What follows belongs to an exercise in optimizing a design on an open flow for small area, a short achievable clock period and few clock cycles per item; a production flow would make more cautious choices.
In this exercise RTL edits were held to simulation tests only and were not proved equivalent to the original.

==> design/flow/design.v <==
package itbt_pkg;
   localparam int VALUE_WIDTH = 32;
   localparam int MAX_TRITS   = 21;
   localparam int QW = 34;
   localparam logic [QW-1:0] POW21 = 34'd10460353203;
   localparam logic signed [VALUE_WIDTH-1:0] HI = 32'sd1743392201;
   localparam logic signed [QW-1:0] B_POS_Z =  34'sd581130734;
   localparam logic signed [QW-1:0] B_NEG_Z = -34'sd581130734;
   localparam logic signed [QW-1:0] B_POS_P =  34'sd4067915135;
   localparam logic signed [QW-1:0] B_NEG_P =  34'sd2905653667;
   localparam logic signed [QW-1:0] B_POS_N = -34'sd2905653667;
   localparam logic signed [QW-1:0] B_NEG_N = -34'sd4067915135;
endpackage
import itbt_pkg::*;
module int_to_balanced_ternary_core (
   input  logic                                    clock,
   input  logic                                    reset,
   input  logic                                    start,
   output logic                                    busy,
   input  logic signed [itbt_pkg::VALUE_WIDTH-1:0] req_value,
   output logic                                    rsp_strobe,
   output logic signed [1:0]                       rsp_trit,
   output logic                                    rsp_last_trit
);
   logic signed [QW-1:0] q_ff;
   logic                 pos_ff;       
   logic                 neg_ff;       
   logic                 nz_ff;        
   logic [4:0]           j_ff;         
   logic                 busy_ff;      
   logic                 strobe_ff;    
   logic                 started_ff;   
   logic [QW-1:0]        q_next;
   logic [QW-1:0]        t_pos;
   logic [QW-1:0]        t_neg;
   logic                 pos_next;
   logic                 neg_next;
   logic                 in_pos;
   logic                 in_neg;
   logic                 load;
   function automatic logic ge_var(input logic [QW-1:0] a, input logic [QW-1:0] b);
      logic [63:0] gt;
      logic [63:0] eq;
      for (int i = 0; i < 64; i++) begin
         gt[i] = 1'b0;
         eq[i] = 1'b1;
      end
      for (int i = 0; i < QW - 1; i++) begin
         gt[i] = a[i] & ~b[i];
         eq[i] = a[i] | ~b[i];
      end
      gt[QW-1] = ~a[QW-1] & b[QW-1];
      eq[QW-1] = ~a[QW-1] | b[QW-1];
      for (int l = 0; l < 6; l++)
         for (int i = 0; i < 32; i++)
            if (i < (32 >> l)) begin
               gt[i] = gt[2*i+1] | (eq[2*i+1] & gt[2*i]);
               eq[i] = eq[2*i+1] & eq[2*i];
            end
      ge_var = gt[0] | eq[0];
   endfunction
   function automatic logic ge_chain(input logic [QW-1:0] a, input logic [QW-1:0] b);
      logic r;
      r = 1'b1;
      for (int i = 0; i < QW - 1; i++)
         r = (a[i] & ~b[i]) | ((a[i] | ~b[i]) & r);
      ge_chain = (~a[QW-1] & b[QW-1]) | ((~a[QW-1] | b[QW-1]) & r);
   endfunction
   always_comb begin
      logic [QW-1:0] x;
      logic [QW-1:0] s;
      logic [QW-1:0] c;
      logic [QW-1:0] b;
      logic [QW-1:0] p;
      logic [QW-1:0] gg;
      logic [QW-1:0] pp;
      logic [QW-1:0] kp;
      logic [QW-1:0] kn;
      kp = -POW21;
      kn = POW21;
      for (int i = 0; i < QW; i++)
         x[i] = (kp[i] & kn[i]) ? nz_ff : (kp[i] ? pos_ff : (kn[i] ? neg_ff : 1'b0));
      for (int i = 0; i < QW; i++) begin
         s[i] = q_ff[i] ^ (i > 0 ? q_ff[i-1] : 1'b0) ^ x[i];
         c[i] = (i > 0) ? ((q_ff[i] & q_ff[i-1]) | (q_ff[i] & x[i]) | (q_ff[i-1] & x[i])) : (q_ff[i] & x[i]);
      end
      b  = {c[QW-2:0], 1'b0};
      p  = s ^ b;
      gg = s & b;
      pp = p;
      for (int l = 0; (1 << l) < QW; l++)
         for (int i = 0; i < QW; i++)
            if (((i >> l) & 1) == 1) begin
               gg[i] = gg[i] | (pp[i] & gg[((i >> l) << l) - 1]);
               pp[i] = pp[i] & pp[((i >> l) << l) - 1];
            end
      for (int i = 0; i < QW; i++)
         q_next[i] = p[i] ^ (i > 0 ? gg[i-1] : 1'b0);
   end
   always_comb begin
      logic [QW-1:0] pp_;
      logic [QW-1:0] pn_;
      logic [QW-1:0] pz_;
      logic [QW-1:0] np_;
      logic [QW-1:0] nn_;
      logic [QW-1:0] nz_;
      pp_ = B_POS_P;
      pn_ = B_POS_N;
      pz_ = B_POS_Z;
      np_ = B_NEG_P + 1'b1;
      nn_ = B_NEG_N + 1'b1;
      nz_ = B_NEG_Z + 1'b1;
      for (int i = 0; i < QW; i++) begin
         t_pos[i] = (pp_[i] & pos_ff) | (pn_[i] & neg_ff) | (pz_[i] & ~nz_ff);
         t_neg[i] = (np_[i] & pos_ff) | (nn_[i] & neg_ff) | (nz_[i] & ~nz_ff);
      end
   end
   assign pos_next = ge_chain(q_ff, t_pos);
   assign neg_next = ~ge_chain(q_ff, t_neg);
   assign in_pos = ge_var({{(QW-VALUE_WIDTH){req_value[VALUE_WIDTH-1]}}, req_value}, {{(QW-VALUE_WIDTH){HI[VALUE_WIDTH-1]}}, HI});
   assign in_neg = ge_var(-{{(QW-VALUE_WIDTH){HI[VALUE_WIDTH-1]}}, HI}, {{(QW-VALUE_WIDTH){req_value[VALUE_WIDTH-1]}}, req_value});
   assign load = start & ~busy_ff;
   always_ff @(posedge clock) begin
      if (reset) begin
         busy_ff   <= 1'b0;
         strobe_ff <= 1'b0;
      end else if (load) begin
         busy_ff   <= 1'b1;
         strobe_ff <= in_pos | in_neg;
      end else if (busy_ff) begin
         busy_ff   <= (j_ff != 5'd1);
         strobe_ff <= started_ff | nz_ff | pos_next | neg_next | (j_ff == 5'd1);
      end else begin
         busy_ff   <= 1'b0;
         strobe_ff <= 1'b0;
      end
   end
   always_ff @(posedge clock) begin
      if (load) begin
         q_ff       <= {{(QW-VALUE_WIDTH){req_value[VALUE_WIDTH-1]}}, req_value};
         pos_ff     <= in_pos;
         neg_ff     <= in_neg;
         nz_ff      <= in_pos | in_neg;
         j_ff       <= 5'd20;
         started_ff <= 1'b0;
      end else begin
         q_ff       <= q_next;
         pos_ff     <= pos_next;
         neg_ff     <= neg_next;
         nz_ff      <= pos_next | neg_next;
         j_ff       <= j_ff - 5'd1;
         started_ff <= started_ff | nz_ff;
      end
   end
   assign busy          = busy_ff;
   assign rsp_strobe    = strobe_ff;
   assign rsp_trit      = {neg_ff, nz_ff};
   assign rsp_last_trit = (j_ff == 5'd0);
endmodule
==> design/flow/flow/run.sh <==
#!/bin/bash
# Standard layout, with four changes: adders are left to ABC instead of being mapped to
# full/half adder cells, ABC's area script maps with plain "map" (flow/abc_area.script),
# the port buffers are the smallest buffer, and the clock tree uses small clock buffers
# without dummy loads.
set -euo pipefail
rm -rf scripts
cp -r "$FLOW_HOME/scripts" scripts
cp flow/abc_area.script scripts/abc_area.script
bash standard.sh ADDER_MAP_FILE= SCRIPTS_DIR="$PWD/scripts" \
   "BUFFER_PORTS_ARGS=-buffer_cell sky130_fd_sc_hd__buf_1" \
   "CTS_ARGS=-sink_clustering_enable -repair_clock_nets -dont_use_dummy_load -buf_list {sky130_fd_sc_hd__clkbuf_2 sky130_fd_sc_hd__clkbuf_4 sky130_fd_sc_hd__clkbuf_8} -root_buf sky130_fd_sc_hd__clkbuf_8" \
   SETUP_SLACK_MARGIN=5.4 finish > standard_flow.log 2>&1
==> design/flow/flow/abc_area.script <==
strash
dch
map
topo
stime -c
buffer -c
upsize -c
dnsize -c
==> design/flow/standard.sh <==
#!/bin/bash
# synth_recipe.tcl (not shown) runs the flow's synth.tcl, then flattens the netlist and writes it again
# the make line also repeats each setting of config.mk as NAME=value (left out here)
make -C /OpenROAD-flow-scripts/flow DESIGN_CONFIG=/design/flow/config.mk WORK_HOME=/design/flow/orfs CLKGATE_MAP_FILE= SYNTH_SCRIPT=/design/flow/synth_recipe.tcl "${@:-finish}"
==> design/flow/config.mk <==
export PLATFORM = sky130hd
export DESIGN_NAME = int_to_balanced_ternary_core
export DESIGN_NICKNAME = int_to_balanced_ternary_core
export VERILOG_FILES = /design/flow/design.v
export SDC_FILE = /design/flow/constraint.sdc
export NUM_CORES = 4
export LEC_CHECK = 0
export ABC_AREA = 1
export CAP_MARGIN = 20
export CORE_MARGIN = 2
export CORE_UTILIZATION = 40
export SETUP_SLACK_MARGIN = 5
export SLEW_MARGIN = 20
==> design/flow/constraint.sdc <==
create_clock -name core_clock -period 8.5 [get_ports {clock}]
set_input_delay 1.7000 -clock core_clock [delete_from_list [all_inputs] [get_ports {clock}]]
set_output_delay 1.7000 -clock core_clock [all_outputs]
set_load 0.01 [all_outputs]
==> results of run 1 <==
-- timing repair --
action,4_1_cts,5_1_grt
pin swaps,1,7
setup buffers,6,10
resized for setup,14,28
endpoints found under the setup margin,30,23
-- cells by family after synthesis --
family	after synthesis	share of synthesized area
adders and majority gates	2	0.00454
DFF	45	0.192
and+or+nand+nor	374	0.336
buffers and inverters	126	0.112
AOI/OAI and AO/OA	191	0.241
xor gates and xnor gates	58	0.113
-- cell type report --
type	instances	area, sq um	share of cell area
timing repair buffer	58	305	0.0582
multi-input combinational	625	3360	0.640
inverter	105	415	0.0792
clock buffer	5	68.8	0.0131
tap	143	179	0.0341
sequential	45	920	0.175
-- worst max-delay path: cells and delay by family --
| kind | cells | cell delay, ns |
|---|---|---|
| AO/OA/AOI/OAI | 5 | 1.00 |
| AND/OR/NAND/NOR | 1 | 0.40 |
| buffers and inverters | 2 | 0.20 |
-- cell usage in the layout, fill, tap and decap left out, types with 4 or more instances in the layout --
cell type	Yosys	final
xor2_1	39	36
a31oi_1	7	6
nand2_2	9	9
o21bai_1	5	5
o21ai_0	65	61
or2_2	6	6
a21oi_2	2	4
nor3_1	8	8
nand3_1	11	11
a22oi_1	13	13
clkbuf_8	0	5
and2_1	4	4
o21ai_1	4	7
xnor2_1	16	16
nand2_1	168	167
xor2_2	2	5
nor2_1	148	147
dfxtp_1	45	36
o22ai_1	19	19
o211ai_1	4	4
a21oi_1	55	53
inv_1	100	98
buf_1	0	38
buf_4	5	16
nor2_4	4	6
dfxtp_2	0	6
-- sequential cells by signal, indices dropped and copies added (netlist names) --
signal	count
q_ff	34
j_ff	5
busy_ff	1
neg_ff	1
nz_ff	1
pos_ff	1
started_ff	1
strobe_ff	1
-- per-layer routing --
metal	share of wire	global-route usage
met1	0.48	0.287
met4	0.016	0.0577
met3	0.054	0.0346
met2	0.45	0.336
met5	0	0
-- stage by stage --
step,std cells,area (sq um)
2_1_floorplan,796,4680
3_3_place_gp,960,4910
3_5_place_dp,960,4910
4_1_cts,971,5060
5_1_grt,981,5240
6_report,981,5240
-- how the worst max path moves through the flow --
stage	endpoint	slack, ns	cells after the start
final	strobe_ff	5.42	8
after global routing	q_ff[33]	5.31	16
after floorplan	strobe_ff	5.82	7
after global placement	q_ff[33]	4.80	23
after detailed placement	q_ff[33]	4.66	23
after CTS	q_ff[33]	5.48	20
==> summary.md, run 1 <==
| Metric | Value |
|---|---|
| Status | no timing/DRC/antenna violations |
| R2R Setup Slk | around 5.5 ns |
| Largest net degree at the start of global routing | 64 |
| Max Cap Viol | 0 |
| CP required | between 8 and 9 ns |
| Fin. max-slew vios | 0 |
| Placement Setup Slack | 4.66 ns |
| EDFF count, synth | 0 |
| Synth cell count leaders | 168 x nand2_1, 148 x nor2_1, 100 x inv_1 |
| WHS Path Cells | 2 |
| Least-Margin Pin Slew | 0.582 ns |
| Post-DP HPWL | 9.91 mm |
| CTS sink count | 45 |
| Share of post-route cells with drive strength above 1 | 0.105 |
| Final Hold Viols | 0 |
| Most common cell in the netlist | nand2_1 |
| Die W | 112 microns |
| Hold Path End | j_ff[3] |
| First DRT Iteration DRCs | about 270 |
| Clk latency of the worst-skew pair | between 0.3 and 0.4 ns |
| Highest clock rate | 325 MHz |
| WP data arrival | around 3.3 ns |
| Crit start category | input pin |
| Root buffer cell | clkbuf_8 |
| Headroom to the max-slew limit | 0.612 |
| Crit-path max FO | 2 |
| CP Launch Point | req_value[16] |
| Yosys top cell area share | 0.192 |
| CTS Hold Bufs | 0 |
| Final TNS setup | 0 ns |
| Area growth syn-to-layout | 12.0% |
| CP peak stage delay | 0.40 ns |
| Reg-to-Reg End | q_ff[33] |
| Register area share after synthesis | 0.192 |
| Worst Slack Setup Final | ~5.4 ns |
| Synth async-reset ratio | 0 |
| Residual DRC | 0 |
| Die Ht | 112 microns |
| Synth warn | 1 |
| Port bufs | 39 |
| First-pass GRT wire length | 21.4 mm |
| Kind of critical path | input pin to flip-flop |
| CTS Buf Count | 5 |
| Total track usage | 0.208 |
| Gp weighted congestion | a little over 0.9 |
| Final Core Density | 0.459 |
| #FFs+latches synth | 45 |
| Hold WC Path Type | flip-flop to flip-flop |
| Mean Syn Cell Area | between 5 and 6 sq um |
| Grt total ovfl | 0 |
| Synthesized Nets | 831 |
| CTS clock-pin slew for the worst setup and hold paths | 0.10 ns |
| Top Ports | 40 |
| WL per Instance | 13.4 microns |
| Post-layout min period | 3.08 ns |
| Vias/cell | 5.14 |
| Crit end category | flip-flop |
| Critical hold path startpoint | j_ff[3] |
| Drt total wl | 13.1 mm |
| Final worst-path cycle share | 0.362 |
| Fill count | 1,252 |
| CTS tree | yes |
| Vias | just over 5,000 |
| Nets | 875 |
| Top cells by area, synth | dfxtp_1 19%, nand2_1 13%, nor2_1 12%, inv_1 8.0%, xor2_1 7.3% |
| DR pass1 iterations | 4 |
| Post-route ant nets | 0 |
| Cell Rows | 39 |
| Clock Skews | slightly above 0.03 ns |
| Initial antenna violation count | 0 |
| Netlist cell types | 51 |
| Hold Slack | 0.468 ns |
| Crit path max-delay cell type | nor3_1 |
| R2R depth | 23 |
| Max clock buf depth | 2 |
| Synthesized area | 4680 sq um |
| Vias in the first global route | roughly 4,600 |
| Cell Chain, Critical Path | buf_1 -> inv_1 -> nor3_1 -> o31ai_1 -> a21oi_1 -> o211ai_1 -> a22oi_1 -> a21oi_1 |
| CTS H-tree lvls | 2 |
| Yosys top cell by area | dfxtp_1 |
| Die area | 12,600 sq um |
| Synth Flop Type | dfxtp_1 |
| RSZ-0062 raised after global routing | true |
| R2r startpoint | pos_ff |
| Ant diodes | 0 |
| Final setup fails | 0 |
| Initial Util | 0.410 |
| Cell count after synthesis | between 700 and 800 |
| Most frequent CP cell | a21oi_1 |
| Core area | ~11,000 sq um |
Testbench counts, summed over its fixed seeds: cycles 50,408, conversions 2,400.
==> run 2, diff against run 1 <==
--- a/design/flow/flow/run.sh
+++ b/design/flow/flow/run.sh
@@ -12,2 +12,2 @@
    "CTS_ARGS=-sink_clustering_enable -repair_clock_nets -dont_use_dummy_load -buf_list {sky130_fd_sc_hd__clkbuf_2 sky130_fd_sc_hd__clkbuf_4 sky130_fd_sc_hd__clkbuf_8} -root_buf sky130_fd_sc_hd__clkbuf_8" \
-   SETUP_SLACK_MARGIN=5.4 finish > standard_flow.log 2>&1
+   SETUP_SLACK_MARGIN=5.32 finish > standard_flow.log 2>&1
==> summary.md, run 2 <==
| Metric | Value |
|---|---|
| Top Ports | 40 |
| Final setup fails | 0 |
| Headroom to the max-slew limit | 0.603 |
| Clock Skews | around 0.029 ns |
| CTS tree | yes |
| Crit end category | flip-flop |
| Most common cell in the netlist | nand2_1 |
| Area growth syn-to-layout | 15.4% |
| CTS Buf Count | 5 |
| Reg-to-Reg End | q_ff[33] |
| Core area | around 11,000 sq um |
| Most common cell after layout, fill and taps aside | nand2_1 |
| Yosys top cell by area | dfxtp_1 |
| Initial antenna violation count | 0 |
| Top cells by area, synth | dfxtp_1 19%, nand2_1 13%, nor2_1 12%, inv_1 8.0%, xor2_1 7.3% |
| Share of post-route cells with drive strength above 1 | 0.129 |
| CTS sink count | 45 |
| Most frequent cells in the layout | 165 x nand2_1, 145 x nor2_1, 98 x inv_1 |
| Yosys top cell area share | 0.192 |
| Port bufs | 39 |
| Die W | 112 microns |
| CP Launch Point | neg_ff |
| Biggest regs | q_ff: 34 flops, j_ff: 5 flops |
| R2r startpoint | neg_ff |
| Synth cell count leaders | 168 x nand2_1, 148 x nor2_1, 100 x inv_1 |
| Nets | 885 |
| First-pass GRT wire length | ~21 mm |
| Netlist cell types | 51 |
| Drt total wl | ~13 mm |
| Vias | just over 5,000 |
| WL per Instance | 13.5 microns |
| #FFs+latches synth | 45 |
| Initial Util | 0.410 |
| Synthesized Nets | 831 |
| Post-layout min period | 3.04 ns |
| Final TNS setup | 0 ns |
| Synth Flop Type | dfxtp_1 |
| Die Ht | 112 microns |
| Synth warn | 1 |
| Cell count after synthesis | 796 |
| Mean Syn Cell Area | 5.88 sq um |
| Synth async-reset ratio | 0 |
| Crit-path max FO | 27 |
| Vias in the first global route | ~4,500 |
| Max clock buf depth | 2 |
| RSZ-0062 raised after global routing | true |
| Highest clock rate | 329 MHz |
| Post-DP HPWL | just under 10 mm |
| Total track usage | 0.207 |
| Crit start category | flip-flop |
| Largest net degree at the start of global routing | between 60 and 70 |
| DR pass1 iterations | 5 |
| Clk latency of the worst-skew pair | 0.34 ns |
| Vias/cell | 5.18 |
| Post-route ant nets | 0 |
| Fin. max-slew vios | 0 |
| Flip-flop count of the largest register after layout | 34 |
| Max Cap Viol | 0 |
| R2R depth | 19 |
| Cell Rows | 39 |
| Residual DRC | 0 |
| Final worst-path cycle share | 0.358 |
| EDFF count, synth | 0 |
| WP data arrival | 3.32 ns |
| CTS Hold Bufs | 0 |
| Gp weighted congestion | 0.905 |
| Kind of critical path | flip-flop to flip-flop |
| Ant diodes | 0 |
| Biggest register | q_ff |
| Least-Margin Pin Slew | 0.595 ns |
| CTS H-tree lvls | 2 |
| Grt total ovfl | 0 |
| Hold WC Path Type | flip-flop to flip-flop |
| Final Hold Viols | 0 |
| Status | no timing/DRC/antenna violations |
| R2R Setup Slk | approximately 5.5 ns |
| Die area | 12,600 sq um |
| Register area share after synthesis | 0.192 |
| First DRT Iteration DRCs | 274 |
| Synthesized area | 4680 sq um |
| CP required | 8.78 ns |
| Root buffer cell | clkbuf_8 |
| WHS Path Cells | 2 |
| CTS clock-pin slew for the worst setup and hold paths | 0.10 ns |
| Critical Path End | q_ff[33] |
-- run 2: cell count changes in the layout (fill, tap and decap cells not counted), moves of 2 or more --
cell,delta
buf_4,+8
a21oi_1,-2
nand2_1,-2
dfxtp_2,+4
dfxtp_1,-4
nor2_1,-2
nand2_4,+2
-- run 2: area by class of cell --
| type | instances | area [sq um] |
|---|---|---|
| sequential | 45 | 925 |
| tap | 143 | 179 |
| timing repair buffer | 68 | 395 |
| inverter | 105 | 420 |
| fill | 1245 | 6010 |
| multi-input combinational | 625 | 3420 |
| clock buffer | 5 | 68.8 |
-- run 2: cell families after synthesis --
family | after synthesis | synth area share
fa+ha+maj | 2 | 0.00454
compound gates | 191 | 0.241
xor+xnor | 58 | 0.113
flops | 45 | 0.192
simple gates | 374 | 0.336
buf+inv | 126 | 0.112
-- run 2: routing by layer --
| layer | GRT usage | share of wire | vias up |
|---|---|---|---|
| met2 | 0.335 | 0.45 | 127 |
| met3 | 0.0346 | 0.047 | 11 |
| met1 | 0.287 | 0.49 | 2316 |
| met4 | 0.0537 | 0.013 | 0 |
| met5 | 0 | 0 | - |
| li1 | - | - | 2684 |
-- run 2: worst min path at each step --
stage,endpoint,slack (ns),from
final,j_ff[3],0.47,j_ff[3]
after CTS,j_ff[3],0.48,j_ff[3]
after detailed placement,j_ff[0],0.45,j_ff[0]
after global routing,j_ff[0],0.49,j_ff[0]
after global placement,j_ff[0],0.44,j_ff[0]
after floorplan,j_ff[0],0.43,j_ff[0]
-- run 2: repair_timing --
item,in CTS,in global routing
pin swaps,0,13
gates resized for setup,9,56
endpoints found under the setup margin,29,18
buffers inserted,3,23
-- run 2: through the flow --
stage	instances	utilization	setup slack (ns)	area (sq um)	hold WS, ns
2_1_floorplan	796	-	5.82	4680	0.426
3_3_place_gp	960	0.430	4.80	4910	0.443
3_5_place_dp	960	0.430	4.66	4910	0.452
4_1_cts	968	0.440	5.33	5020	0.476
5_1_grt	991	0.473	5.22	5400	0.492
6_report	991	0.473	5.46	5400	0.468
-- run 2: worst max-delay path, cell delays in order, from the launching register on --
cell and delay [ns]:
dfxtp_4 0.44, clkinv_8 0.15, nor2_1 0.17, inv_1 0.08, nand2_1 0.12, xor2_1 0.21
nor2_1 0.08, nor2_1 0.23, nand2_2 0.14, o21ai_4 0.20, nor2_1 0.11, a21oi_4 0.22
nand2_2 0.07, nand2_2 0.09, nand3_4 0.09, a31oi_4 0.21, nand2_2 0.09, nand3_2 0.07
nand2_1 0.05, o21ai_1 0.14
==> run 3, diff against run 2 <==
--- a/design/flow/flow/run.sh
+++ b/design/flow/flow/run.sh
@@ -12,2 +12,2 @@
    "CTS_ARGS=-sink_clustering_enable -repair_clock_nets -dont_use_dummy_load -buf_list {sky130_fd_sc_hd__clkbuf_2 sky130_fd_sc_hd__clkbuf_4 sky130_fd_sc_hd__clkbuf_8} -root_buf sky130_fd_sc_hd__clkbuf_8" \
-   SETUP_SLACK_MARGIN=5.32 finish > standard_flow.log 2>&1
+   SETUP_SLACK_MARGIN=5.25 finish > standard_flow.log 2>&1
==> summary.md, run 3 <==
| Metric | Value |
|---|---|
| Drt total wl | 13.0 mm |
| Residual DRC | 0 |
| Post-DP HPWL | between 9 and 10 mm |
| Fin. max-slew vios | 0 |
| Adder-Cell Fraction of Synth Area | 0.00454 |
| First-pass GRT wire length | 21.3 mm |
| Simple-Gate Fraction of Synth Area | 0.336 |
| Mux cell area share after synthesis | 0 |
| Flip-flop count of the largest register after layout | 34 |
| Core area | approximately 11,000 sq um |
| Share of post-route cells with drive strength above 1 | 0.0877 |
| Final setup fails | 0 |
| Total track usage | 0.207 |
| Root buffer cell | clkbuf_8 |
| R2r startpoint | pos_ff |
| Netlist cell types | 51 |
| Yosys top cell area share | 0.192 |
| Kind of critical path | flip-flop to flip-flop |
| CTS tree | yes |
| Cell count after synthesis | 796 |
| Synth warn | 1 |
| Cell Chain, Critical Path | buf_4 -> buf_4 -> o21ai_0 -> or2_2 -> nand2_1 -> nor2_4 -> nand4_1 -> o2111ai_4 -> nand3_2 -> nand2_4 -> nand2_2 -> a21oi_4 -> nand2_2 -> nand2_2 -> nand3_2 -> a31oi_4 -> nand2_2 -> a21oi_1 -> o21ai_1 |
| Stages on worst setup path | 19 |
| Xor/xnor share of the synthesized area | 0.113 |
| Most frequent CP cell | nand2_2 |
| Most common cell after layout, fill and taps aside | nand2_1 |
| Max clock buf depth | 2 |
| Area growth syn-to-layout | 10.1% |
| Largest delay share family, worst path | simple AND/OR/NAND/NOR gates |
| Register area share after synthesis | 0.192 |
| EDFF count, synth | 0 |
| Fill count | 1,256 |
| Top Ports | 40 |
| Top cells by area, synth | dfxtp_1 19%, nand2_1 13%, nor2_1 12%, inv_1 8.0%, xor2_1 7.3% |
| Grt total ovfl | 0 |
| CTS clock-pin slew for the worst setup and hold paths | about 0.1 ns |
| Most common cell in the netlist | nand2_1 |
| CP peak stage delay | between 0.3 and 0.4 ns |
| Cell Rows | 39 |
| Vias | between 5,000 and 6,000 |
| Synthesized area | 4680 sq um |
| Headroom to the max-slew limit | 0.589 |
| Vias/cell | between 5 and 6 |
| Crit-path max FO | 8 |
| Hold Slack | 0.468 ns |
| Reg-to-Reg End | q_ff[33] |
| CTS H-tree lvls | 2 |
| Gp weighted congestion | roughly 0.9 |
| Biggest regs | q_ff: 34 flops, j_ff: 5 flops |
| #FFs+latches synth | 45 |
| Final TNS setup | 0 ns |
| Max Cap Viol | 0 |
| Crit end category | flip-flop |
| Clk latency of the worst-skew pair | 0.34 ns |
| Biggest register | q_ff |
| Hold WC Path Type | flip-flop to flip-flop |
| Clock Skews | between 0.03 and 0.04 ns |
| Largest net degree at the start of global routing | 64 |
| WL per Instance | 13.3 microns |
| First DRT Iteration DRCs | between 200 and 300 |
| WP data arrival | 3.28 ns |
| Nets | 869 |
| Initial antenna violation count | 0 |
| Highest clock rate | 328 MHz |
| Post-route ant nets | 0 |
| RSZ-0062 raised after global routing | true |
| Synthesized Nets | 831 |
| Crit path max-delay cell type | dfxtp_4 |
| CTS sink count | 45 |
| Initial Util | 0.410 |
| Status | no timing/DRC/antenna violations |
| Vias in the first global route | 4,552 |
| Post-layout min period | around 3.0 ns |
| R2R depth | 19 |
| DR pass1 iterations | 6 |
| Mean Syn Cell Area | 5.88 sq um |
| Synth cell count leaders | 168 x nand2_1, 148 x nor2_1, 100 x inv_1 |
| Critical Path End | q_ff[33] |
| Largest family of logic cells by synthesized area | simple AND/OR/NAND/NOR gates |
| CP Launch Point | pos_ff |
| CP bufs+invs | 2 |
| CTS Buf Count | 5 |
| Most frequent cells in the layout | 167 x nand2_1, 146 x nor2_1, 100 x inv_1 |
| Die area | 12,600 sq um |
| Fraction of the mapped netlist area in compound gates | 0.241 |
| Synth Flop Type | dfxtp_1 |
| Synth async-reset ratio | 0 |
| Die W | 112 microns |
| Ant diodes | 0 |
| CP required | about 8.7 ns |
| Die Ht | 112 microns |
| Least-Margin Pin Slew | ~0.62 ns |
| Final worst-path cycle share | 0.359 |
| Final Hold Viols | 0 |
| R2R Setup Slk | 5.45 ns |
| Yosys top cell by area | dfxtp_1 |
| Crit start category | flip-flop |
| Port bufs | 39 |
## run 3: cell types whose count changed in the layout (fill, tap and decap cells not counted), sizes merged
cell / previous run / this run
buf: 68 / 52
inv: 103 / 105
clkinv: 1 / 0
clkinvlp: 1 / 0
## run 3: cells by family after synthesis
kind of cell             count (synthesis)
flip-flops                              45
AND/OR/NAND/NOR                        374
XOR/XNOR                                58
adder cells (fa/ha/maj)                  2
AO/OA/AOI/OAI                          191
buffers and inverters                  126
## run 3: how the worst min path moves through the flow
stage                        from      end  cells past startpoint
after detailed placement  j_ff[0]  j_ff[0]                      1
final                     j_ff[3]  j_ff[3]                      2
after floorplan           j_ff[0]  j_ff[0]                      1
after global routing      j_ff[0]  j_ff[0]                      1
after global placement    j_ff[0]  j_ff[0]                      1
after CTS                 j_ff[3]  j_ff[3]                      2
## run 3: area by class of cell
class | count | area, sq um | share of cell area
Inverter | 105 | 412 | 0.0799
Multi-Input combinational cell | 625 | 3330 | 0.645
Sequential cell | 45 | 917 | 0.178
Clock buffer | 5 | 68.8 | 0.0134
Timing Repair Buffer | 52 | 251 | 0.0488
Tap cell | 143 | 179 | 0.0347
## run 3: repair_timing
| action | CTS | global route |
|---|---|---|
| endpoints found under the hold margin | 0 | 0 |
| pin swaps | 0 | 4 |
| resized for setup | 8 | 20 |
| buffers inserted | 3 | 7 |
| setup endpoints to repair | 27 | 12 |
| hold buffers | 0 | 0 |
## run 3: tightest hold or removal path: stages (launching register included)
cell     delay (ns)
dfxtp_1        0.32
nand2_1        0.06
a21oi_1        0.05
## run 3: metal layers
metal | vias up | track usage | part of all wire
met3 | 13 | 0.0346 | 0.034
li1 | 2656 | - | -
met4 | 0 | 0.0537 | 0.014
met1 | 2260 | 0.287 | 0.50
met2 | 80 | 0.335 | 0.45
met5 | - | 0 | 0
## run 3: per-stage QoR
stage               instances  area (sq um)  worst slack [ns]   util
floorplan                 796          4680              5.82      -
global placement          960          4910              4.80  0.430
detailed placement        960          4910              4.66  0.430
CTS                       968          5020              5.26  0.440
global route              975          5150              5.21  0.451
finish                    975          5150              5.45  0.451
==> run 4, diff against run 3 <==
==> design/flow/flow/abc_area.script (replaced) <==
strash
dch
map -D 2500
topo
stime -c
buffer -c
upsize -c
dnsize -c
==> summary.md, run 4 <==
| Metric | Value |
|---|---|
| Status | no timing/DRC/antenna violations |
| Post-DP HPWL | 9.61 mm |
| Cell Rows | 38 |
| Least-Margin Pin Slew | 0.747 ns |
| Initial antenna violation count | 0 |
| Die Ht | around 110 microns |
| Port bufs | 39 |
| WL per Instance | 13.5 microns |
| First-pass GRT wire length | 21.2 mm |
| Drt total wl | 13.2 mm |
| Hold Slack | 0.463 ns |
| Final worst-path cycle share | 0.391 |
| CTS H-tree lvls | 2 |
| Placement Setup Slack | between 4 and 5 ns |
| Biggest regs | q_ff: 34 flops, j_ff: 5 flops |
| CP peak stage delay | ~0.36 ns |
| Final setup fails | 0 |
| Register area share after synthesis | 0.198 |
| Crit start category | flip-flop |
| Yosys top cell by area | dfxtp_1 |
| Die W | 111 microns |
| Final Core Density | 0.483 |
| Flip-flop count of the largest register after layout | 34 |
| Nets | roughly 870 |
| Fin. max-slew vios | 0 |
| Synth async-reset ratio | 0 |
| Vias/cell | ~5.3 |
| Top Ports | 40 |
| Synth cell count leaders | 171 x nor2_1, 145 x nand2_1, 87 x inv_1 |
| Final TNS setup | 0 ns |
| #FFs+latches synth | 45 |
| Biggest register | q_ff |
| Initial Util | 0.415 |
| Hold WC Path Type | flip-flop to flip-flop |
| Crit path max-delay cell type | dfxtp_4 |
| Post-route ant nets | 0 |
| Synthesized Nets | 827 |
| Synth warn | 1 |
| Mean Syn Cell Area | 5.73 sq um |
| DR pass1 iterations | 5 |
| Residual DRC | 0 |
| Area growth syn-to-layout | 16.3% |
| Crit-path max FO | 6 |
| Highest clock rate | 301 MHz |
| Top cells by area, synth | dfxtp_1 20%, nor2_1 14%, nand2_1 12%, xor2_1 7.5%, inv_1 7.2% |
| CTS clock-pin slew for the worst setup and hold paths | 0.09 ns |
| Synthesized area | around 4500 sq um |
| Netlist cell types | 51 |
| Grt total ovfl | 0 |
| Clock Skews | 0.0214 ns |
| Max clock buf depth | 2 |
| WP data arrival | around 3.6 ns |
| Headroom to the max-slew limit | 0.497 |
| Cell Chain, Critical Path | buf_12 -> buf_12 -> nor3_1 -> o22ai_1 -> and2_1 -> or2_4 -> or2_1 -> o21ai_2 -> a21oi_2 -> and2_4 -> o21ai_4 -> a31oi_4 -> nor2_4 -> inv_2 -> a31oi_4 -> nand2_2 -> and3_4 -> o31ai_4 |
| Gp weighted congestion | 0.863 |
| Post-layout min period | 3.32 ns |
| CTS Buf Count | 5 |
| CP required | 8.75 ns |
| Synth Flop Type | dfxtp_1 |
| Core area | roughly 11,000 sq um |
| Root buffer cell | clkbuf_8 |
| Vias | 5,154 |
| Yosys top cell area share | 0.198 |
| RSZ-0062 raised after global routing | true |
| Total track usage | 0.209 |
| Kind of critical path | flip-flop to flip-flop |
| First DRT Iteration DRCs | ~270 |
| CTS sink count | 45 |
| Crit end category | flip-flop |
| EDFF count, synth | 0 |
| Share of post-route cells with drive strength above 1 | 0.125 |
| Die area | 12,200 sq um |
| Ant diodes | 0 |
| Vias in the first global route | 4,623 |
| Cell count after synthesis | 792 |
| CTS Hold Bufs | 0 |
| Max Cap Viol | 0 |
| Most common cell in the netlist | nor2_1 |
| CTS tree | yes |
| Fill count | 1,180 |
| Clk latency of the worst-skew pair | approximately 0.33 ns |
| Final Hold Viols | 0 |
| Worst Slack Setup Final | 5.18 ns |
| Largest net degree at the start of global routing | 37 |
| Most common cell after layout, fill and taps aside | nor2_1 |
| Most frequent cells in the layout | 160 x nor2_1, 139 x nand2_1, 87 x inv_1 |
## run 4: cell types whose count changed after synthesis, moves of 6 or more
cell | previous run | this run
inv_2 | 4 | 12
nand2_2 | 9 | 1
inv_1 | 100 | 87
a21oi_1 | 55 | 64
o22ai_1 | 19 | 13
o21ai_1 | 4 | 11
xnor2_1 | 16 | 9
nand2_1 | 168 | 145
nor2_1 | 148 | 171
## run 4: final timing paths
| check | start | endpoint | slack, ns | cells past startpoint |
|---|---|---|---|---|
| worst max-delay path | pos_ff | q_ff[33] | 5.18 | 18 |
| worst min-delay path | j_ff[3] | j_ff[3] | 0.46 | 2 |
| worst max register to register | pos_ff | q_ff[33] | 5.18 | 18 |
| worst min register to register | j_ff[3] | j_ff[3] | 0.46 | 2 |
## run 4: what timing repair did
item                                    in CTS  in global routing
pin swaps                                    3                 17
cloned                                       1                  1
endpoints found under the setup margin      22                 17
gates resized for setup                     20                 60
setup buffers                                6                 10
## run 4: metrics by stage
stage / cell area, sq um / instances
floorplan: 4540 / 792
global placement: 4770 / 951
detailed placement: 4770 / 951
CTS: 4980 / 963
global route: 5280 / 974
finish: 5280 / 974
## run 4: logic make-up after synthesis
group	count (synthesis)	synth area share
buffers and inverters	125	0.110
and+or+nand+nor	373	0.335
DFF	45	0.198
xor gates and xnor gates	48	0.0926
AOI/OAI and AO/OA	201	0.264
## run 4: final cells by class
type                    instances  area [sq um]  area share
clock buffers                   5          68.8      0.0130
inverters                     101           423      0.0801
multi-input cells             622          3300       0.626
flip-flops and latches         45           920       0.174
well taps                     140           175      0.0332
repair buffers                 61           389      0.0737
## run 4: per-layer routing
layer  wire (microns)  part of all wire  vias up  track usage
met5                0                 0        -            0
met4              336             0.026        0       0.0800
met3              375             0.029       22       0.0263
met2             6250              0.48       96        0.359
met1             6190              0.47     2365        0.265
li1                 -                 -     2671            -
## run 4: critical path, delay by kind of cell (launching register included)
kind	cells	cell delay, ns
simple gates	8	1.45
compound gates	7	1.10
flops	1	0.36
buf+inv	3	0.34
==> run 5, diff against run 4 <==
==> design/flow/flow/abc_area.script (replaced) <==
strash
dch
map
topo
stime -c
buffer -c
upsize -c
dnsize -c
--- a/design/flow/config.mk
+++ b/design/flow/config.mk
@@ -10,3 +10,3 @@
 export CORE_MARGIN = 2
-export CORE_UTILIZATION = 40
+export CORE_UTILIZATION = 60
 export SETUP_SLACK_MARGIN = 5
==> summary.md, run 5 <==
| Metric | Value |
|---|---|
| Ant diodes | 0 |
| Yosys top cell by area | dfxtp_1 |
| Simple-Gate Fraction of Synth Area | 0.336 |
| Post-route ant nets | 0 |
| Biggest register | q_ff |
| First-pass GRT wire length | about 21 mm |
| Top Ports | 40 |
| Core area | 7650 sq um |
| Synthesized area | 4680 sq um |
| Yosys top cell area share | 0.192 |
| Synth async-reset ratio | 0 |
| CP Launch Point | neg_ff |
| Netlist cell types | ~50 |
| Critical hold path startpoint | j_ff[3] |
| Largest net degree at the start of global routing | 64 |
| CTS tree | yes |
| Clock Skews | 0.0235 ns |
| DR pass1 iterations | 7 |
| Crit path max-delay cell type | dfxtp_4 |
| Drt total wl | around 13 mm |
| CTS Buf Count | 5 |
| Die W | approximately 92 microns |
| Synth cell count leaders | 168 x nand2_1, 148 x nor2_1, 100 x inv_1 |
| Adder-Cell Fraction of Synth Area | 0.00454 |
| Final Hold Viols | 0 |
| Max Cap Viol | 0 |
| Synthesized Nets | 831 |
| Least-Margin Pin Slew | 0.623 ns |
| Cell Chain, Critical Path | buf_12 -> clkinv_16 -> nor2_1 -> nor2_1 -> nor2_2 -> maj3_2 -> nand2_1 -> nand2_2 -> nand4_1 -> o2111ai_4 -> nand3_2 -> nand2_4 -> nand2_2 -> a21oi_4 -> nand2_2 -> nand2_2 -> nand3_2 -> a31oi_4 -> nand2_2 -> a21oi_2 -> o21ai_1 |
| Root buffer cell | clkbuf_8 |
| Gp weighted congestion | 0.900 |
| WL per Instance | approximately 14 microns |
| Grt total ovfl | 0 |
| Hold WC Path Type | flip-flop to flip-flop |
| Crit end category | flip-flop |
| Vias | 5,239 |
| Fill count | 699 |
| Clk latency of the worst-skew pair | 0.32 ns |
| Vias/cell | 5.55 |
| Crit-path max FO | 27 |
| CTS sink count | 45 |
| Biggest regs | q_ff: 34 flops, j_ff: 5 flops |
| Die Ht | 92.3 microns |
| Register area share after synthesis | 0.192 |
| Vias in the first global route | 4,596 |
| Initial Util | 0.612 |
| CP bufs+invs | 2 |
| Max clock buf depth | 2 |
| R2R depth | 21 |
| Synth warn | 1 |
| Most frequent cells in the layout | 165 x nand2_1, 145 x nor2_1, 99 x inv_1 |
| Final setup fails | 0 |
| Initial antenna violation count | 0 |
| RSZ-0062 raised after global routing | true |
| Fin. max-slew vios | 0 |
| Most frequent CP cell | nand2_2 |
| First DRT Iteration DRCs | between 400 and 500 |
| CTS clock-pin slew for the worst setup and hold paths | roughly 0.1 ns |
| Register area | 918 sq um |
| Final worst-path cycle share | 0.362 |
| Post-DP HPWL | 9.43 mm |
| Share of post-route cells with drive strength above 1 | 0.115 |
| CTS Hold Bufs | 0 |
| Area growth syn-to-layout | 14.2% |
| #FFs+latches synth | 45 |
| Post-layout min period | around 3.1 ns |
| WP data arrival | 3.29 ns |
| Critical Path End | q_ff[33] |
| CP peak stage delay | approximately 0.40 ns |
| Cell count after synthesis | 796 |
| Synth Flop Type | dfxtp_1 |
| Multi-input gate area | 3390 sq um |
| EDFF count, synth | 0 |
| R2R Setup Slk | 5.42 ns |
| CP required | 8.72 ns |
| Fraction of the mapped netlist area in compound gates | 0.241 |
| Most common cell in the netlist | nand2_1 |
| CTS H-tree lvls | 2 |
| Total track usage | 0.299 |
| Status | no timing/DRC/antenna violations |
| Die area | between 8000 and 9000 sq um |
| Largest family of logic cells by synthesized area | simple AND/OR/NAND/NOR gates |
| Mean Syn Cell Area | 5.88 sq um |
| Headroom to the max-slew limit | 0.584 |
| Nets | around 880 |
| R2r startpoint | neg_ff |
| Flip-flop count of the largest register after layout | 34 |
| Xor/xnor share of the synthesized area | 0.113 |
| Port bufs | 39 |
| Stages on worst setup path | 21 |
| Mux cell area share after synthesis | 0 |
| Highest clock rate | 325 MHz |
| Largest delay share family, worst path | simple AND/OR/NAND/NOR gates |
| Final TNS setup | 0 ns |
| Cell Rows | 32 |
| Kind of critical path | flip-flop to flip-flop |
| Most common cell after layout, fill and taps aside | nand2_1 |
| Crit start category | flip-flop |
| Final Core Density | 0.699 |
| Residual DRC | 0 |
| Reg-to-Reg End | q_ff[33] |
| Top cells by area, synth | dfxtp_1 19%, nand2_1 13%, nor2_1 12%, inv_1 8.0%, xor2_1 7.3% |
-- run 5: cell count changes after synthesis, moves of 6 or more --
| cell | delta |
|---|---|
| a21oi_1 | -9 |
| inv_1 | +13 |
| inv_2 | -8 |
| nand2_1 | +23 |
| nand2_2 | +8 |
| nor2_1 | -23 |
| o21ai_1 | -7 |
| o22ai_1 | +6 |
| xnor2_1 | +7 |
-- run 5: how the worst min path moves through the flow --
stage / endpoint / slack, ns / depth (start not counted)
3_5_place_dp: j_ff[0] / 0.45 / 1
6_report: j_ff[3] / 0.47 / 2
5_1_grt: j_ff[0] / 0.50 / 1
3_3_place_gp: j_ff[0] / 0.44 / 1
2_1_floorplan: j_ff[0] / 0.43 / 1
4_1_cts: j_ff[3] / 0.47 / 2
-- run 5: cell families (layout without fill, tap and decap cells) --
kind of cell / count (synthesis) / after routing
simple gates: 374 / 374
compound gates: 191 / 191
buf+inv: 126 / 172
xor+xnor: 58 / 58
flops: 45 / 45
fa+ha+maj: 2 / 2
-- run 5: final cells by class --
cell class / instances / share of cell area
well taps: 102 / 0.0239
clock buffers: 5 / 0.0129
inverters: 105 / 0.0821
multi-input cells: 625 / 0.633
repair buffers: 62 / 0.0765
flip-flops and latches: 45 / 0.172
-- run 5: through the flow --
stage | area (sq um) | instances | hold WS [ns] | worst slack, ns
6_report | 5350 | 944 | 0.468 | 5.42
5_1_grt | 5350 | 944 | 0.495 | 5.21
4_1_cts | 4950 | 924 | 0.469 | 5.26
3_5_place_dp | 4860 | 919 | 0.452 | 5.11
3_3_place_gp | 4860 | 919 | 0.440 | 5.10
2_1_floorplan | 4680 | 796 | 0.426 | 5.82
-- run 5: timing repair --
item | 4_1_cts | 5_1_grt
setup buffers | 0 | 17
gates cloned | 0 | 3
resized for setup | 6 | 49
hold endpoints to repair | 0 | 0
endpoints found under the setup margin | 6 | 19
pin swaps | 0 | 10
-- run 5: tightest hold or removal path: cells and delay by family (launching register included) --
kind | cells | cell delay [ns]
flops | 1 | 0.32
simple gates | 1 | 0.06
compound gates | 1 | 0.05
-- run 5: routing by layer --
| metal | vias to the layer above | part of all wire | GRT usage |
|---|---|---|---|
| met2 | 171 | 0.46 | 0.493 |
| met3 | 35 | 0.065 | 0.0366 |
| li1 | 2673 | - | - |
| met1 | 2360 | 0.45 | 0.408 |
| met5 | - | 0 | 0 |
| met4 | 0 | 0.026 | 0.0958 |
==> run 6, diff against run 5 <==
--- a/design/flow/flow/run.sh
+++ b/design/flow/flow/run.sh
@@ -12,2 +12,2 @@
    "CTS_ARGS=-sink_clustering_enable -repair_clock_nets -dont_use_dummy_load -buf_list {sky130_fd_sc_hd__clkbuf_2 sky130_fd_sc_hd__clkbuf_4 sky130_fd_sc_hd__clkbuf_8} -root_buf sky130_fd_sc_hd__clkbuf_8" \
-   SETUP_SLACK_MARGIN=5.25 finish > standard_flow.log 2>&1
+   SETUP_SLACK_MARGIN=5.15 finish > standard_flow.log 2>&1
--- a/design/flow/config.mk
+++ b/design/flow/config.mk
@@ -10,3 +10,3 @@
 export CORE_MARGIN = 2
-export CORE_UTILIZATION = 60
+export CORE_UTILIZATION = 40
 export SETUP_SLACK_MARGIN = 5
==> summary.md, run 6 <==
| Metric | Value |
|---|---|
| CTS clock-pin slew for the worst setup and hold paths | 0.10 ns |
| EDFF count, synth | 0 |
| Ant diodes | 0 |
| Initial antenna violation count | 0 |
| Nets | 868 |
| Initial Util | 0.410 |
| Synth async-reset ratio | 0 |
| Grt total ovfl | 0 |
| R2R Setup Slk | 5.42 ns |
| DR pass1 iterations | 4 |
| Post-DP HPWL | 9.91 mm |
| Yosys top cell by area | dfxtp_1 |
| Clock Skews | 0.0301 ns |
| CTS sink count | 45 |
| Die area | 12,600 sq um |
| Biggest register | q_ff |
| R2r startpoint | pos_ff |
| Fraction of the mapped netlist area in compound gates | 0.241 |
| Synth Flop Type | dfxtp_1 |
| Post-route ant nets | 0 |
| Critical hold path startpoint | j_ff[3] |
| CTS Hold Bufs | 0 |
| Max clock buf depth | 2 |
| Final Core Density | 0.447 |
| Dpl cell area | roughly 4900 sq um |
| Synth cell count leaders | 168 x nand2_1, 148 x nor2_1, 100 x inv_1 |
| Fin. max-slew vios | 0 |
| Hold Slack | 0.468 ns |
| WHS Path Cells | 2 |
| Final TNS setup | 0 ns |
| Final instance area | about 5100 sq um |
| Xor/xnor share of the synthesized area | 0.113 |
| Reg-to-Reg End | q_ff[33] |
| Final Hold Viols | 0 |
| Cell Rows | 39 |
| Total track usage | 0.206 |
| Crit end category | flip-flop |
| Most common cell after layout, fill and taps aside | nand2_1 |
| CTS H-tree lvls | 2 |
| First DRT Iteration DRCs | roughly 250 |
| Yosys top cell area share | 0.192 |
| Top cells by area, synth | dfxtp_1 19%, nand2_1 13%, nor2_1 12%, inv_1 8.0%, xor2_1 7.3% |
| Clk latency of the worst-skew pair | about 0.34 ns |
| Die W | 112 microns |
| Max Cap Viol | 0 |
| RSZ-0062 raised after global routing | false |
| Die Ht | 112 microns |
| Headroom to the max-slew limit | 0.601 |
| Synthesized area | 4680 sq um |
| Area growth syn-to-layout | 8.93% |
| Adder-Cell Fraction of Synth Area | 0.00454 |
| Synth warn | 1 |
| Largest family of logic cells by synthesized area | simple AND/OR/NAND/NOR gates |
| WP data arrival | 3.31 ns |
| Core area | 11,400 sq um |
| Kind of critical path | flip-flop to flip-flop |
| Gp weighted congestion | 0.905 |
| Placement Setup Slack | roughly 4.7 ns |
| Crit-path max FO | 9 |
| Hold WC Path Type | flip-flop to flip-flop |
| Least-Margin Pin Slew | 0.599 ns |
| Root buffer cell | clkbuf_8 |
| Top Ports | 40 |
| Residual DRC | 0 |
| #FFs+latches synth | 45 |
| Synthesized Nets | between 800 and 900 |
| First-pass GRT wire length | between 20 and 25 mm |
| Register area share after synthesis | 0.192 |
| Crit start category | flip-flop |
| Mean Syn Cell Area | 5.88 sq um |
| Flip-flop count of the largest register after layout | 34 |
| Highest clock rate | 325 MHz |
| Vias | 4,987 |
| CP required | approximately 8.7 ns |
| WL per Instance | 13.2 microns |
| CTS tree | yes |
| Post-layout min period | around 3.1 ns |
| Mux cell area share after synthesis | 0 |
| Worst Slack Setup Final | approximately 5.4 ns |
| Cell count after synthesis | 796 |
| Netlist cell types | 51 |
| Hold Path End | j_ff[3] |
| Biggest regs | q_ff: 34 flops, j_ff: 5 flops |
| Largest net degree at the start of global routing | 64 |
| Port bufs | 39 |
| R2R depth | 20 |
| Simple-Gate Fraction of Synth Area | 0.336 |
| Vias/cell | 5.12 |
| Vias in the first global route | roughly 4,500 |
| Final worst-path cycle share | 0.362 |
| Drt total wl | 12.9 mm |
| CTS Buf Count | 5 |
| Share of post-route cells with drive strength above 1 | 0.0782 |
| Most frequent cells in the layout | 168 x nand2_1, 147 x nor2_1, 100 x inv_1 |
| Status | no timing/DRC/antenna violations |
| Final setup fails | 0 |
| Most common cell in the netlist | nand2_1 |
==> run 6: repair_timing <==
item / in CTS / in global routing
endpoints found under the setup margin: 25 / 11
cloned: 0 / 0
hold endpoints to repair: 0 / 0
gates resized for setup: 6 / 11
setup buffers: 0 / 9
pin swaps: 0 / 1
==> run 6: routing by layer <==
layer | wire [microns] | global-route usage
met1 | 6410 | 0.287
met2 | 5820 | 0.333
met3 | 482 | 0.0346
met4 | 176 | 0.0537
met5 | 0 | 0
==> run 6: kinds of logic (layout without fill, tap and decap cells) <==
kind of cell | after synthesis | count (layout)
compound gates | 191 | 191
xor+xnor | 58 | 58
fa+ha+maj | 2 | 2
buf+inv | 126 | 161
flops | 45 | 45
simple gates | 374 | 374
==> run 6: per-stage QoR <==
step / instances
6_report: 974
3_3_place_gp: 960
2_1_floorplan: 796
5_1_grt: 974
3_5_place_dp: 960
4_1_cts: 965
==> run 6: layout make-up <==
class                      count  area [sq um]
inverter                     105           412
sequential                    45           912
clock buffer                   5          68.8
fill                        1267          6320
timing repair buffer          51           240
tap                          143           179
multi-input combinational    625          3290
==> run 6: critical path, stage by stage (launching register included) <==
cell       delay (ns)
dfxtp_4          0.38
buf_4            0.18
xnor2_4          0.21
xor2_1           0.18
or2_2            0.14
and2_1           0.14
nand2_1          0.06
nand2_1          0.12
nand4_1          0.12
o2111ai_2        0.14
nand3_2          0.13
nand2_4          0.12
nand2_2          0.07
a21oi_4          0.24
nand2_2          0.07
nand2_2          0.07
nand3_2          0.08
a31oi_2          0.18
nand2_2          0.10
a21oi_1          0.14
o21ai_1          0.08
==> run 6: worst max path at each step <==
stage	from	to	slack [ns]	cells after the start
after floorplan	req_value[8]	strobe_ff	5.82	7
after global placement	pos_ff	q_ff[33]	4.80	23
after detailed placement	pos_ff	q_ff[33]	4.66	23
after CTS	pos_ff	q_ff[33]	5.15	23
after global routing	pos_ff	q_ff[33]	5.14	20
final	pos_ff	q_ff[33]	5.42	20
==> run 7, diff against run 6 <==
--- a/design/flow/config.mk
+++ b/design/flow/config.mk
@@ -11,2 +11,3 @@
 export CORE_UTILIZATION = 40
+export PLACE_DENSITY = 0.7
 export SETUP_SLACK_MARGIN = 5
==> summary.md, run 7 <==
| Metric | Value |
|---|---|
| Worst Slack Setup Final | around 5.3 ns |
| Synthesized area | 4680 sq um |
| Hold WC Path Type | flip-flop to flip-flop |
| CTS H-tree lvls | 2 |
| Status | no timing/DRC/antenna violations |
| Mean Syn Cell Area | 5.88 sq um |
| First DRT Iteration DRCs | 264 |
| Clk latency of the worst-skew pair | 0.32 ns |
| Biggest regs | q_ff: 34 flops, j_ff: 5 flops |
| CTS tree | yes |
| CTS clock-pin slew for the worst setup and hold paths | 0.10 ns |
| Drt total wl | 12.5 mm |
| Synth async-reset ratio | 0 |
| Cell Rows | 39 |
| Headroom to the max-slew limit | 0.556 |
| Least-Margin Pin Slew | 0.666 ns |
| Ant diodes | 0 |
| Register area share after synthesis | 0.192 |
| Synthesized Nets | 831 |
| Vias in the first global route | 4,364 |
| WL per Instance | roughly 13 microns |
| Largest family of logic cells by synthesized area | simple AND/OR/NAND/NOR gates |
| Flip-flop count of the largest register after layout | 34 |
| Final worst-path cycle share | 0.373 |
| Most frequent cells in the layout | 168 x nand2_1, 147 x nor2_1, 100 x inv_1 |
| Synth cell count leaders | 168 x nand2_1, 148 x nor2_1, 100 x inv_1 |
| Crit start category | input pin |
| Share of post-route cells with drive strength above 1 | 0.0808 |
| Placement Setup Slack | around 5.0 ns |
| Nets | a little under 900 |
| RSZ-0062 raised after global routing | false |
| Grt total ovfl | 0 |
| Gp weighted congestion | 0.865 |
| Highest clock rate | 316 MHz |
| Mux cell area share after synthesis | 0 |
| #FFs+latches synth | 45 |
| Initial Util | 0.410 |
| Initial antenna violation count | 0 |
| WP data arrival | 3.43 ns |
| Hold Slack | 0.467 ns |
| Synth Flop Type | dfxtp_1 |
| Residual DRC | 0 |
| CP required | 8.76 ns |
| Root buffer cell | clkbuf_8 |
| Cells after DPL | 960 |
| Synth warn | 1 |
| Most common cell after layout, fill and taps aside | nand2_1 |
| EDFF count, synth | 0 |
| DR pass1 iterations | 5 |
| Most common cell in the netlist | nand2_1 |
| Die Ht | 112 microns |
| Fin. max-slew vios | 0 |
| Top cells by area, synth | dfxtp_1 19%, nand2_1 13%, nor2_1 12%, inv_1 8.0%, xor2_1 7.3% |
| Max clock buf depth | 2 |
| Post-layout min period | 3.17 ns |
| Clock Skews | about 0.031 ns |
| Max Cap Viol | 0 |
| Post-DP HPWL | between 9 and 10 mm |
| Final TNS setup | 0 ns |
| Final Hold Viols | 0 |
| Non-filler instance count after layout | 972 |
| Xor/xnor share of the synthesized area | 0.113 |
| Top Ports | 40 |
| Die area | 12,600 sq um |
| Netlist cell types | 51 |
| Crit-path max FO | 3 |
| Total track usage | 0.194 |
| Area growth syn-to-layout | 10.3% |
| Vias/cell | between 5 and 6 |
| Final setup fails | 0 |
| Vias | 4,993 |
| Post-route ant nets | 0 |
| CTS Buf Count | 5 |
| Kind of critical path | input pin to flip-flop |
| CTS Hold Bufs | 0 |
| CTS sink count | 45 |
| Die W | 112 microns |
| Fraction of the mapped netlist area in compound gates | 0.241 |
| Adder-Cell Fraction of Synth Area | 0.00454 |
| Port bufs | 39 |
| Largest net degree at the start of global routing | 64 |
| Core area | 11,400 sq um |
| Cell count after synthesis | 796 |
| Crit end category | flip-flop |
| Biggest register | q_ff |
| Yosys top cell area share | 0.192 |
| Yosys top cell by area | dfxtp_1 |
| Simple-Gate Fraction of Synth Area | 0.336 |
| First-pass GRT wire length | 20.5 mm |
## run 7: what timing repair did
action                                  in CTS  in global routing
endpoints found under the setup margin       3                 10
pin swaps                                    0                  1
gates cloned                                 0                  2
gates resized for setup                      3                 25
setup buffers                                0                  5
## run 7: stage by stage
stage	area (sq um)	utilization
floorplan	4680	-
global placement	4910	0.430
detailed placement	4910	0.430
CTS	4990	0.437
global route	5160	0.452
finish	5160	0.452
## run 7: worst paths after layout
path | startpoint | cells after the start | slack, ns | end
setup reg to reg | neg_ff | 22 | 5.40 | q_ff[33]
setup / recovery | req_value[8] | 8 | 5.33 | strobe_ff
hold / removal | j_ff[0] | 1 | 0.47 | j_ff[0]
hold reg to reg | j_ff[0] | 1 | 0.47 | j_ff[0]
## run 7: per-layer routing
metal,wire [microns],GRT usage,vias up
met5,0,0,-
met2,5460,0.305,143
met3,731,0.0221,18
met1,5970,0.279,2175
met4,299,0.0634,0
li1,-,-,2657
## run 7: cell families (layout without fill, tap and decap cells)
kind of cell	Yosys count	after routing
and+or+nand+nor	374	374
AOI/OAI and AO/OA	191	191
buffers and inverters	126	159
xor gates and xnor gates	58	58
DFF	45	45
adders and majority gates	2	2
## run 7: layout make-up
class	instances	area, sq um
timing repair buffer	49	282
inverter	105	412
sequential	45	910
tap	143	179
multi-input combinational	625	3310
fill	1221	6250
clock buffer	5	68.8
## run 7: critical path, cell delays in order
cell,delay [ns]
buf_1,0.11
nor3_1,0.19
a21boi_0,0.19
o31ai_1,0.41
a21oi_1,0.21
o211ai_1,0.32
a22oi_1,0.13
a21oi_1,0.17
==> run 8, diff against run 7 <==
--- a/design/flow/config.mk
+++ b/design/flow/config.mk
@@ -11,4 +11,4 @@
 export CORE_UTILIZATION = 40
-export PLACE_DENSITY = 0.7
 export SETUP_SLACK_MARGIN = 5
 export SLEW_MARGIN = 20
+export TNS_END_PERCENT = 5
==> summary.md, run 8 <==
| Metric | Value |
|---|---|
| Status | no timing/DRC/antenna violations |
| Most frequent cells in the layout | 168 x nand2_1, 147 x nor2_1, 100 x inv_1 |
| Drt total wl | 12.9 mm |
| First DRT Iteration DRCs | 251 |
| Initial antenna violation count | 0 |
| Biggest regs | q_ff: 34 flops, j_ff: 5 flops |
| Die Ht | 112 microns |
| Netlist cell types | 51 |
| Cells after DPL | 960 |
| Grt total ovfl | 0 |
| Non-filler instance count after layout | 974 |
| Cell Chain, Critical Path | buf_4 -> xnor2_4 -> xor2_1 -> or2_2 -> and2_1 -> nand2_1 -> nand2_1 -> nand4_1 -> o2111ai_2 -> nand3_2 -> nand2_4 -> nand2_2 -> a21oi_4 -> nand2_2 -> nand2_2 -> nand3_2 -> a31oi_2 -> nand2_2 -> a21oi_1 -> o21ai_1 |
| Final setup fails | 0 |
| Die W | around 110 microns |
| Synth async-reset ratio | 0 |
| Initial Util | 0.410 |
| Gp weighted congestion | roughly 0.90 |
| R2R Setup Slk | 5.42 ns |
| #FFs+latches synth | 45 |
| Mean Syn Cell Area | 5.88 sq um |
| CTS tree | yes |
| Final TNS setup | 0 ns |
| RSZ-0062 raised after global routing | false |
| Share of post-route cells with drive strength above 1 | 0.0782 |
| CP required | between 8 and 9 ns |
| Top cells by area, synth | dfxtp_1 19%, nand2_1 13%, nor2_1 12%, inv_1 8.0%, xor2_1 7.3% |
| WHS Path Cells | 2 |
| Highest clock rate | 325 MHz |
| CTS Buf Count | 5 |
| Area growth syn-to-layout | 8.93% |
| Largest net degree at the start of global routing | 64 |
| Headroom to the max-slew limit | 0.601 |
| Crit start category | flip-flop |
| Nets | 868 |
| Synth cell count leaders | 168 x nand2_1, 148 x nor2_1, 100 x inv_1 |
| Residual DRC | 0 |
| Vias in the first global route | 4,531 |
| Clk latency of the worst-skew pair | 0.34 ns |
| Total track usage | 0.206 |
| Least-Margin Pin Slew | 0.599 ns |
| First-pass GRT wire length | ~21 mm |
| EDFF count, synth | 0 |
| Root buffer cell | clkbuf_8 |
| Top Ports | 40 |
| CTS Hold Bufs | 0 |
| Flip-flop count of the largest register after layout | 34 |
| CTS clock-pin slew for the worst setup and hold paths | approximately 0.1 ns |
| Max Cap Viol | 0 |
| DR pass1 iterations | 4 |
| Final worst-path cycle share | 0.362 |
| WL per Instance | 13.2 microns |
| Register area share after synthesis | 0.192 |
| WP data arrival | 3.31 ns |
| Most common cell in the netlist | nand2_1 |
| Synthesized Nets | 831 |
| Hold WC Path Type | flip-flop to flip-flop |
| Most frequent CP cell | nand2_2 |
| Yosys top cell area share | 0.192 |
| Kind of critical path | flip-flop to flip-flop |
| CP peak stage delay | roughly 0.38 ns |
| Die area | 12,600 sq um |
| Post-layout min period | 3.08 ns |
| Cell Rows | 39 |
| Cell count after synthesis | 796 |
| CTS sink count | 45 |
| Crit-path max FO | 9 |
| Ant diodes | 0 |
| Crit end category | flip-flop |
| Biggest register | q_ff |
| Vias | around 5,000 |
| R2R depth | 20 |
| CTS H-tree lvls | 2 |
| Final Hold Viols | 0 |
| Vias/cell | ~5.1 |
| Post-route ant nets | 0 |
| Max clock buf depth | 2 |
| Synth Flop Type | dfxtp_1 |
| Synth warn | 1 |
| Critical hold path startpoint | j_ff[3] |
| Hold Path End | j_ff[3] |
| Yosys top cell by area | dfxtp_1 |
| Clock Skews | roughly 0.030 ns |
| R2r startpoint | pos_ff |
| Post-DP HPWL | 9.91 mm |
| Port bufs | 39 |
| Most common cell after layout, fill and taps aside | nand2_1 |
| Core area | 11,400 sq um |
| Synthesized area | between 4000 and 5000 sq um |
| Crit path max-delay cell type | dfxtp_4 |
| Reg-to-Reg End | q_ff[33] |
| Fin. max-slew vios | 0 |
[run 8: changes by cell type in the layout (fill, tap and decap cells not counted), sizes merged]
cell | previous run | this run
buf | 47 | 51
clkbuf | 7 | 5
[run 8: per-stage QoR]
stage | util | hold slack (ns) | worst slack, ns | cell area (sq um)
6_report | 0.447 | 0.468 | 5.42 | 5100
5_1_grt | 0.447 | 0.492 | 5.14 | 5100
4_1_cts | 0.437 | 0.476 | 5.15 | 4990
3_5_place_dp | 0.430 | 0.452 | 4.66 | 4910
3_3_place_gp | 0.430 | 0.443 | 4.80 | 4910
2_1_floorplan | - | 0.426 | 5.82 | 4680
[run 8: metal layers]
layer / routed length [microns] / share of wire / GRT usage / vias up
li1: - / - / - / 2648
met1: 6410 / 0.50 / 0.287 / 2248
met2: 5820 / 0.45 / 0.333 / 79
met3: 482 / 0.037 / 0.0346 / 12
met4: 176 / 0.014 / 0.0537 / 0
met5: 0 / 0 / 0 / -
[run 8: worst max-delay path by stage]
stage	endpoint	depth (start not counted)	start
after floorplan	strobe_ff	7	req_value[8]
after global placement	q_ff[33]	23	pos_ff
after detailed placement	q_ff[33]	23	pos_ff
after CTS	q_ff[33]	23	pos_ff
after global routing	q_ff[33]	20	pos_ff
final	q_ff[33]	20	pos_ff
[run 8: kinds of logic after synthesis]
kind of cell	after synthesis	share of synthesized area
AOI/OAI and AO/OA	191	0.241
xor gates and xnor gates	58	0.113
adders and majority gates	2	0.00454
buffers and inverters	126	0.112
DFF	45	0.192
and+or+nand+nor	374	0.336
[run 8: layout make-up]
cell class                      count  area [sq um]
Inverter                          105           412
Timing Repair Buffer               51           240
Sequential cell                    45           912
Clock buffer                        5          68.8
Tap cell                          143           179
Fill cell                        1267          6320
Multi-Input combinational cell    625          3290
[run 8: repair_timing]
| action | 4_1_cts | 5_1_grt |
|---|---|---|
| endpoints found under the setup margin | 25 | 11 |
| setup buffers | 0 | 9 |
| resized for setup | 6 | 11 |
| pin swaps | 0 | 1 |
[run 8: worst max-delay path, delay by kind of cell, from the launching register on]
| kind | cells | cell delay [ns] |
|---|---|---|
| flops | 1 | 0.38 |
| simple gates | 12 | 1.22 |
| compound gates | 5 | 0.78 |
| buf+inv | 1 | 0.18 |
| xor+xnor | 2 | 0.39 |

[separate check: timing with driven ports]
How much do the figures lean on ideal ports? The routed layouts below were timed once more, with nothing changed but the port constraints. Step 1 (the two cells are an assumption about what drives the block):
set clk [get_ports {clock}]
set_driving_cell -lib_cell sky130_fd_sc_hd__clkbuf_16 $clk
set_driving_cell -lib_cell sky130_fd_sc_hd__buf_2 [delete_from_list [all_inputs] $clk]
Step 2 adds t to the input delays and takes it off the output delays; t is the mean of the earliest and latest rising clock arrival at the registers after step 1. Input paths then give back, and output paths get back, about the clock's delay inside the block. Three values: ideal, step 1, step 2; two values: the first two.
run | t (ns) | setup WS [ns] | hold WS [ns] | worst register clock-pin slew, ns
run 1 | 0.356 | 5.423 / 5.424 / 5.068 | 0.468 / 0.468 / 0.468 | 0.10 / 0.10
run 2 | 0.358 | 5.457 / 5.457 / 5.176 | 0.468 / 0.468 / 0.468 | 0.10 / 0.10
run 3 | 0.358 | 5.451 / 5.451 / 5.110 | 0.468 / 0.468 / 0.468 | 0.10 / 0.10
run 4 | 0.354 | 5.179 / 5.179 / 5.060 | 0.463 / 0.463 / 0.463 | 0.09 / 0.09
run 5 | 0.337 | 5.425 / 5.425 / 5.190 | 0.468 / 0.468 / 0.468 | 0.10 / 0.10
run 6 | 0.358 | 5.422 / 5.422 / 5.146 | 0.468 / 0.468 / 0.468 | 0.10 / 0.10
run 7 | 0.335 | 5.330 / 5.340 / 5.006 | 0.467 / 0.467 / 0.467 | 0.10 / 0.10
run 8 | 0.358 | 5.422 / 5.422 / 5.146 | 0.468 / 0.468 / 0.468 | 0.10 / 0.10
After both steps every run listed still meets setup and hold. For run 1, which loses most, drivers alone change the setup slack by +0.001 ns; drivers and shift together by -0.355 ns.
